Source: an optimization exercise on an open RTL-to-GDS flow (aim: small area, a short achievable clock period and few clock cycles per item). Production flows keep margins and buffers that such runs may drop. In this exercise RTL edits were held to simulation tests only and were not proved equivalent to the original. Power is estimated from default activity; no workload was simulated.

lane 1:
==> flow/design.v (excerpt) <==
module vec_normalize (
  input  logic               clk,
  input  logic               rst,
  input  logic               in_valid,
  output logic               in_ready,
  input  logic signed [27:0] real_1,
  input  logic signed [27:0] imag_1,
  input  logic signed [27:0] real_2,
  input  logic signed [27:0] imag_2,
  input  logic signed [55:0] norm_in,
  output logic               out_valid,
  input  logic               out_ready,
  output logic signed [27:0] q_real_1,
  output logic signed [27:0] q_imag_1,
  output logic signed [27:0] q_real_2,
  output logic signed [27:0] q_imag_2,
  output logic               div_zero,
  output logic               sat
);
export LEC_CHECK = 0
export CAP_MARGIN = 20
export CORE_MARGIN = 2
export CORE_UTILIZATION = 40
export SLEW_MARGIN = 20
create_clock -name core_clock -period 11.0 [get_ports {clk}]
standard.sh (not shown) runs the stock make flow with config.mk's settings and CLKGATE_MAP_FILE= SYNTH_SCRIPT=/design/flow/synth_recipe.tcl, a recipe that flattens the netlist after the stock synthesis.
==> flow/flow/run.sh <==
#!/bin/bash
# The standard flow, with its timing repair aimed at a period well below the
# clock's and plain buffers on the ports; make's output goes to standard.log,
# each ORFS step's to its own log under orfs/logs.
bash standard.sh SETUP_SLACK_MARGIN=7.5 TNS_END_PERCENT=100 CORE_UTILIZATION=40 \
  "BUFFER_PORTS_ARGS=-buffer_cell sky130_fd_sc_hd__buf_2" finish > standard.log 2>&1
Testbench counts of lane 1, summed over its fixed seeds: cycles 17,444, items 512.
The inputs of lane 2 differ from those of lane 1 as listed below.
==> flow/run.sh (new file) <==
#!/bin/bash
# synth_recipe.tcl (not shown) runs the flow's synth.tcl, then flattens the netlist and writes it again
# the make line also repeats each setting of config.mk as NAME=value (left out here)
make -C /OpenROAD-flow-scripts/flow DESIGN_CONFIG=/design/flow/config.mk WORK_HOME=/design/flow/orfs CLKGATE_MAP_FILE= SYNTH_SCRIPT=/design/flow/synth_recipe.tcl finish
removed: flow/flow/run.sh
removed: flow/standard.sh
## What came out
The total combinational power number comes out lower for lane 2 vs lane 1. Delta (lane 2 minus lane 1): maximum clock frequency lower, global-route wire length before repair lower, final instance area lower, worst IR drop on VDD lower. met2 capacity usage during global routing came out lower on lane 2 than on lane 1. Going from lane 1 to lane 2, wire length now sits lower, cell leakage power now sits lower.


== branch tundra ==
vec_normalize, a different RTL version from the one above (not shown whole).
Size: roughly 2,400 cells after synthesis, ~360 flip-flops, roughly 290 I/O pins, roughly 0.024 mm^2 of cells after synthesis.
clock: 11.0 ns
lec_check: 0
cap_margin: 20
core_margin: 2
core_utilization: 65
place_density: 0.75
slew_margin: 20
run.sh (not shown) runs the stock make flow with config.mk's settings and CLKGATE_MAP_FILE= SYNTH_SCRIPT=/design/flow/synth_recipe.tcl, a recipe that flattens the netlist after the stock synthesis.
Stock flow here: none of the scripts above is used.
Testbench counts of branch tundra, summed over its fixed seeds: cycles 17,328, items 512.
Input changes introduced in branch pepper (baseline for comparison: branch tundra):
- PLACE_DENSITY no longer set, was 0.75
- CORE_UTILIZATION now 40, was 65
==> flow/flow/run.sh (new file) <==
#!/bin/bash
# Standard flow, with timing repair aimed well below the clock period.
bash standard.sh SETUP_SLACK_MARGIN=7.5 TNS_END_PERCENT=100 finish > standard.log 2>&1
==> flow/standard.sh (new file) <==
#!/bin/bash
# synth_recipe.tcl (not shown) runs the flow's synth.tcl, then flattens the netlist and writes it again
# the make line also repeats each setting of config.mk as NAME=value (left out here)
make -C /OpenROAD-flow-scripts/flow DESIGN_CONFIG=/design/flow/config.mk WORK_HOME=/design/flow/orfs CLKGATE_MAP_FILE= SYNTH_SCRIPT=/design/flow/synth_recipe.tcl "${@:-finish}"
removed: flow/run.sh
==> comparison <==
The clock power of branch pepper is higher than that of branch tundra. branch pepper against branch tundra: post-route fraction of the period consumed by the critical path saw a decrease; global-route usage saw a decrease; fmax saw an increase. branch pepper ended with more post-layout worst setup margin than branch tundra. Reported sequential group power: branch pepper vs branch tundra up about 2%. branch pepper vs branch tundra: proportion of power drawn by the clock network down. Summary of the comparison: power is higher in branch pepper, relative to branch tundra.


vec_normalize, a different RTL version from the one above (not shown whole).
Size: about 3,900 cells after synthesis, about 560 flip-flops, about 290 I/O pins, roughly 36,000 um2 of cells after synthesis.
Settings: LEC_CHECK=0, CAP_MARGIN=20, CORE_MARGIN=2, CORE_UTILIZATION=40, SLEW_MARGIN=20; clock period 11.0 ns.
standard.sh (not shown) runs the stock make flow with config.mk's settings and CLKGATE_MAP_FILE= SYNTH_SCRIPT=/design/flow/synth_recipe.tcl, a recipe that flattens the netlist after the stock synthesis.
==> flow/flow/run.sh <==
#!/bin/bash
# The standard flow, with its timing repair aimed at a period well below the
# clock's and plain buffers on the ports; make's output goes to standard.log,
# each ORFS step's to its own log under orfs/logs.
bash standard.sh SETUP_SLACK_MARGIN=7.5 TNS_END_PERCENT=100 CORE_UTILIZATION=55 CTS_CLUSTER_SIZE=30 CTS_CLUSTER_DIAMETER=60 \
  "BUFFER_PORTS_ARGS=-buffer_cell sky130_fd_sc_hd__buf_2" finish > standard.log 2>&1
Testbench counts at the start, summed over its fixed seeds: cycles 9,352, items 512.
==> next run, changes <==
==> flow/flow/run.sh (replaced) <==
#!/bin/bash
# The standard flow, with its timing repair aimed at a period well below the
# clock's and plain buffers on the ports; make's output goes to standard.log,
# each ORFS step's to its own log under orfs/logs.
bash standard.sh SETUP_SLACK_MARGIN=7.5 TNS_END_PERCENT=20 CORE_UTILIZATION=40 CTS_CLUSTER_SIZE=30 CTS_CLUSTER_DIAMETER=60 \
  "BUFFER_PORTS_ARGS=-buffer_cell sky130_fd_sc_hd__buf_2" finish > standard.log 2>&1
=> The changed run completed without violations; fmax goes down by 0.47%; routed wire length falls by 6.0%; synthesized cell count stays the same; via count decreases by 5.7%; final area fell by 2.8%; cell count went up by 5.2%; power is lower by 2.8%; sequential share of layout area increases by 0.91 points.
==> next run, changes <==
==> flow/flow/run.sh (replaced) <==
#!/bin/bash
# The standard flow, with its timing repair aimed at a period well below the
# clock's and plain buffers on the ports; make's output goes to standard.log,
# each ORFS step's to its own log under orfs/logs.
bash standard.sh SETUP_SLACK_MARGIN=8.5 TNS_END_PERCENT=0 CORE_UTILIZATION=40 CTS_CLUSTER_SIZE=30 CTS_CLUSTER_DIAMETER=60 \
  "BUFFER_PORTS_ARGS=-buffer_cell sky130_fd_sc_hd__buf_2" finish > standard.log 2>&1
Hold slack gains 0.011 ns.
Design area goes down by 0.34%.
Final cell count stays flat.
Via count goes down by about 0.6%.
Clock skew goes down by 0.0034 ns.
Sequential power stays flat.
Wire length stays flat.
Setup slack gains 0.0095 ns.
==> next run, changes <==
==> flow/flow/run.sh (replaced) <==
#!/bin/bash
# The standard flow, with its timing repair aimed at a period well below the
# clock's and plain buffers on the ports; make's output goes to standard.log,
# each ORFS step's to its own log under orfs/logs.
bash standard.sh SETUP_SLACK_MARGIN=7.5 TNS_END_PERCENT=0 CORE_UTILIZATION=40 CTS_CLUSTER_SIZE=30 CTS_CLUSTER_DIAMETER=60 \
  "BUFFER_PORTS_ARGS=-buffer_cell sky130_fd_sc_hd__buf_2" finish > standard.log 2>&1
What happened:
- The changed run produced a clean layout
- die area is unchanged
- design area shrinks by 1.6%
- non-clock buffer count shrinks by 21
- register-to-register slack got worse by 0.05 ns
- fmax shrinks by 1.3%
- count of clock-buffer cells in the layout shrinks by 5


vec_normalize, a different RTL version from the one above (not shown whole).
Size in the first run: roughly 3,900 cells after synthesis, ~550 flip-flops, ~290 I/O pins, about 0.036 mm² of cells after synthesis.
## vec_normalize
module vec_normalize (
  input  logic               clk,
  input  logic               rst,
  input  logic               in_valid,
  output logic               in_ready,
  input  logic signed [27:0] real_1,
  input  logic signed [27:0] imag_1,
  input  logic signed [27:0] real_2,
  input  logic signed [27:0] imag_2,
  input  logic signed [55:0] norm_in,
  output logic               out_valid,
  input  logic               out_ready,
  output logic signed [27:0] q_real_1,
  output logic signed [27:0] q_imag_1,
  output logic signed [27:0] q_real_2,
  output logic signed [27:0] q_imag_2,
  output logic               div_zero,
  output logic               sat
);
export LEC_CHECK = 0
export CAP_MARGIN = 20
export CORE_MARGIN = 2
export CORE_UTILIZATION = 40
export SLEW_MARGIN = 20
create_clock -name core_clock -period 11.0 [get_ports {clk}]
==> flow/flow/run.sh <==
#!/bin/bash
# The standard flow, with its timing repair aimed at a period well below the
# clock's and plain buffers on the ports; make's output goes to standard.log,
# each ORFS step's to its own log under orfs/logs.
bash standard.sh SETUP_SLACK_MARGIN=7.5 TNS_END_PERCENT=100 CORE_UTILIZATION=55 \
  "BUFFER_PORTS_ARGS=-buffer_cell sky130_fd_sc_hd__buf_2" finish > standard.log 2>&1
Testbench counts at the start, summed over its fixed seeds: cycles 9,352, items 512.
Next try:
--- a/flow/flow/run.sh
+++ b/flow/flow/run.sh
@@ -5 +5 @@
-bash standard.sh SETUP_SLACK_MARGIN=7.5 TNS_END_PERCENT=100 CORE_UTILIZATION=55 \
+bash standard.sh SETUP_SLACK_MARGIN=7.5 TNS_END_PERCENT=100 CORE_UTILIZATION=40 CTS_CLUSTER_SIZE=30 CTS_CLUSTER_DIAMETER=60 \
Outcome: Final cell count came out higher by a few percent; worst hold slack gets worse by 0.020 ns; routed wire length is lower by a few percent; clock power is lower by about a fifth; design area is lower slightly; total power shrinks by a few percent; worst setup slack got worse by 0.0078 ns; synthesized cell count does not change; via count falls by a few percent; sequential share of layout area rose by 0.30 points.
Next try:
--- a/flow/flow/run.sh
+++ b/flow/flow/run.sh
@@ -5 +5 @@
-bash standard.sh SETUP_SLACK_MARGIN=7.5 TNS_END_PERCENT=100 CORE_UTILIZATION=40 CTS_CLUSTER_SIZE=30 CTS_CLUSTER_DIAMETER=60 \
+bash standard.sh SETUP_SLACK_MARGIN=7.25 TNS_END_PERCENT=100 CORE_UTILIZATION=40 CTS_CLUSTER_SIZE=30 CTS_CLUSTER_DIAMETER=60 \
Result:
- The new run finished with timing, DRC and antenna clean
- power climbs by 2.6%
- area after synthesis is unchanged
- hold slack gets better by 0.030 ns
- cell count drops by 0.58%
- combinational power drops by 4.9%
- design area drops by 1.8%
- flip-flop and latch count does not change
- core utilization drops by 0.87 points
- sequential share of layout area climbs by 0.50 points
- setup slack gets worse by 0.30 ns
Next try:
--- a/flow/flow/run.sh
+++ b/flow/flow/run.sh
@@ -5 +5 @@
-bash standard.sh SETUP_SLACK_MARGIN=7.25 TNS_END_PERCENT=100 CORE_UTILIZATION=40 CTS_CLUSTER_SIZE=30 CTS_CLUSTER_DIAMETER=60 \
+bash standard.sh SETUP_SLACK_MARGIN=7.5 TNS_END_PERCENT=100 CORE_UTILIZATION=40 \
After rerunning:
- synthesized area does not change
- fmax went up by 8.9%
- synthesized cell count stays the same
- sequential power is about the same

## port drivers added, routing unchanged
Ports are ideal in the flow. The routed layouts listed here were re-timed in OpenROAD. Step 1, drivers: a clkbuf_16 drives clk and a buf_2 each remaining input, both assumed. Step 2 times the ports against the registers' clock, not the clock port: input delays grow and output delays shrink by t, the midpoint of the rising clock arrivals with the driver on. Three values: ideal, step 1, step 2; two values: the first two.
run	t (ns)	setup WS [ns]	worst setup path at the end	pins driven straight from the clock port
lane 1	0.651	7.231 / 7.231 / 6.659	input to register	1
lane 2	0.635	5.568 / 5.568 / 5.568	register to register	1
branch tundra	0.592	5.685 / 5.685 / 5.685	register to register	1
branch pepper	0.633	7.179 / 7.166 / 6.737	input to register	1
the first run of note 3	0.677	7.429 / 7.395 / 6.939	input to register	1
the second run of note 3	0.705	7.412 / 7.344 / 6.744	input to register	1
the third run of note 3	0.705	7.422 / 7.401 / 6.849	input to register	1
the fourth run of note 3	0.692	7.375 / 7.375 / 6.855	input to register	1
the first run of note 4	0.704	7.431 / 7.361 / 6.864	input to register	1
the second run of note 4	0.660	7.423 / 7.390 / 6.774	input to register	1
the third run of note 4	0.721	7.119 / 7.172 / 6.451	input to register	1
the fourth run of note 4	0.692	7.436 / 7.370 / 6.791	input to register	1
After both steps setup and hold are still met in every run listed.
